This design comes from an exercise in tuning for a short achievable clock period and few clock cycles on the open sky130 flow, not from production work.
The clock input has no modelled driver; a real chip could not lean on it and would need a root buffer or a full tree.

## circuit_layout_top
module circuit_layout_top (
	input  logic         clk,
	input  logic         rst,
	input  logic         elem_req,
	input  logic [31:0]  elem_rec,
	output logic         elem_ack,
	input  logic         run_req,
	output logic         run_ack,
	output logic         cmd_req,
	output logic [46:0]  cmd,
	input  logic         cmd_ack
);
	localparam int NE = 12;
	localparam int NN = 32;
	logic [4:0] in_a;
	logic [4:0] in_b;
	logic [1:0] in_k;
	assign in_a = elem_rec[31:27];
	assign in_b = elem_rec[26:22];
	assign in_k = elem_rec[21:20];
	logic [NE-1:0] neth;
	logic [NN-1:0] th;
	logic [NN-1:0] th_nx;
	logic [NN-1:0] deg1;
	logic [NN-1:0] deg2;
	logic [NE-1:0][4:0] tab_a;
	logic [NE-1:0][4:0] tab_b;
	logic [NE-1:0][1:0] tab_k;
	logic [NN-1:0] e0_oa;
	logic [NN-1:0] e0_ob;
	logic [2:0] settle;
	logic settled;
	logic [8:0] r0;
	logic [8:0] r1;
	function automatic logic [8:0] row0_fast(input logic [32:0] t);
		logic [8:0] r;
  ...
Size in the first run: roughly 4400 cells after synthesis, about 1100 flip-flops, about 87 I/O pins.
clock: 5.0 ns
lec_check: 0
abc_clock_period_in_ps: 2000
cap_margin: 20
core_margin: 2
core_utilization: 50
setup_slack_margin: 3.0
slew_margin: 20
tns_end_percent: 100
standard.sh (not shown) runs the stock make flow with config.mk's settings and CLKGATE_MAP_FILE= SYNTH_SCRIPT=/design/flow/synth_recipe.tcl, a recipe that flattens the netlist after the stock synthesis.
==> flow/flow/run.sh <==
#!/bin/bash
# ORFS's standard flow with its clock tree step replaced by flow/mytree.tcl.
set -euo pipefail
bash standard.sh PRE_CTS_TCL="$PWD/flow/pre_cts.tcl" finish > standard_flow.log 2>&1
Other scripts of this flow, unchanged in this note and not shown: flow/flow/mytree.tcl, flow/flow/pre_cts.tcl
Change:
--- a/flow/design.v
+++ b/flow/design.v
@@ -574,12 +574,14 @@
 	logic [NN-1:0] fs;         
 	logic [NN-1:0] ts;         
 	logic [1:0] sub;           
 	logic [2:0] d_sk;
 	logic [8:0] d_top, d_h, d_da, d_db;
 	logic [9:0] d_sl, d_dl;
+	logic cr;
+	logic ra;
 	logic started;
 	logic done;
 	logic cmd_valid;
 	logic cmd_last;
 	logic step;
 	logic has;
@@ -589,14 +591,14 @@
 	logic last_e;
 	logic track;
 	logic track_q;
 	logic dstep;
 	logic [46:0] nx;
 	assign has = neth[0];
-	assign issue = !cmd_req && !cmd_ack && run_req && !run_ack && !done && has && cmd_valid;
-	assign ld_try = started && ((cmd_req && cmd_ack) || !cmd_valid) && !cmd_last;
+	assign issue = !cr && !cmd_ack && run_req && !ra && !done && has && cmd_valid;
+	assign ld_try = started && ((cr && cmd_ack) || !cmd_valid) && !cmd_last;
 	assign ld_ok = !phase || settled;
 	assign last_e = !(|(peoh & neth));
 	assign track = !started || !phase || (eoh[0] && sub == 2'd0);
 	assign dstep = step && phase && sub == 2'd2;
 	always_comb begin
 		if (!started) begin
@@ -614,30 +616,40 @@
 		end
 	end
 	always_ff @(posedge clk) begin
 		if (rst) begin
 			cmd_req <= 1'b0;
 			run_ack <= 1'b0;
+			cr <= 1'b0;
+			ra <= 1'b0;
 			started <= 1'b0;
 			done <= 1'b0;
 			cmd_valid <= 1'b0;
 			step <= 1'b0;
 		end else begin
+			cr <= cr ? !cmd_ack : issue;
 			cmd_req <= cmd_req ? !cmd_ack : issue;
 			if (issue) begin
 				started <= 1'b1;
 				if (cmd_last) begin
 					done <= 1'b1;
 				end
 			end
 			if (run_ack) begin
 				if (!run_req) begin
 					run_ack <= 1'b0;
 				end
-			end else if (run_req && !cmd_req && !cmd_ack && (done || !has)) begin
+			end else if (run_req && !cr && !cmd_ack && (done || !has)) begin
 				run_ack <= 1'b1;
+			end
+			if (ra) begin
+				if (!run_req) begin
+					ra <= 1'b0;
+				end
+			end else if (run_req && !cr && !cmd_ack && (done || !has)) begin
+				ra <= 1'b1;
 				done <= 1'b0;
 				started <= 1'b0;
 			end
 			step <= 1'b0;
 			if (!started) begin
 				cmd_valid <= 1'b1;
=>
- The changed run went through all stages and came out clean
- sequential share of layout area grows by 0.52 points
- via count is about the same
- worst hold slack stays flat
- maximum frequency grows by a few percent
- die area shrinks slightly
- first-iteration DRC count grows by a few percent
- area after synthesis shrinks slightly
- design area shrinks slightly
No run of this note included a check of the RTL's function; only the layout flow was run. In every run of this note, the design's own scripts or RTL, not TritonCTS, make the clock network.

-- separate check: timing with driven ports --
The results above use ideal ports. As a check the final layouts listed here were re-extracted and re-timed, cells and wires unchanged.
Step 1 (the two cells are an assumption about what drives the block):
set clk [get_ports {clk}]
set_driving_cell -lib_cell sky130_fd_sc_hd__clkbuf_16 $clk
set_driving_cell -lib_cell sky130_fd_sc_hd__buf_2 [delete_from_list [all_inputs] $clk]
Step 2 also shifts input and output timing later by t, the mid clock arrival at the registers, as if the neighbouring blocks saw the same clock.
Slacks: no drivers / after step 1 / after step 2; pairs: no drivers / after step 1.
run	t (ns)	slack for setup (ns)	latest minus earliest clock arrival (ns)	pins driven straight from the clock port
the first run	0.663	2.796 / 2.632 / 2.573	0.082 / 0.082	4
the second run	0.653	2.901 / 2.738 / 2.548	0.065 / 0.066	4
After both steps setup and hold are still met in every run listed. The setup slack of the second run, which loses most, moves by -0.163 ns with the drivers and by -0.353 ns with both steps.
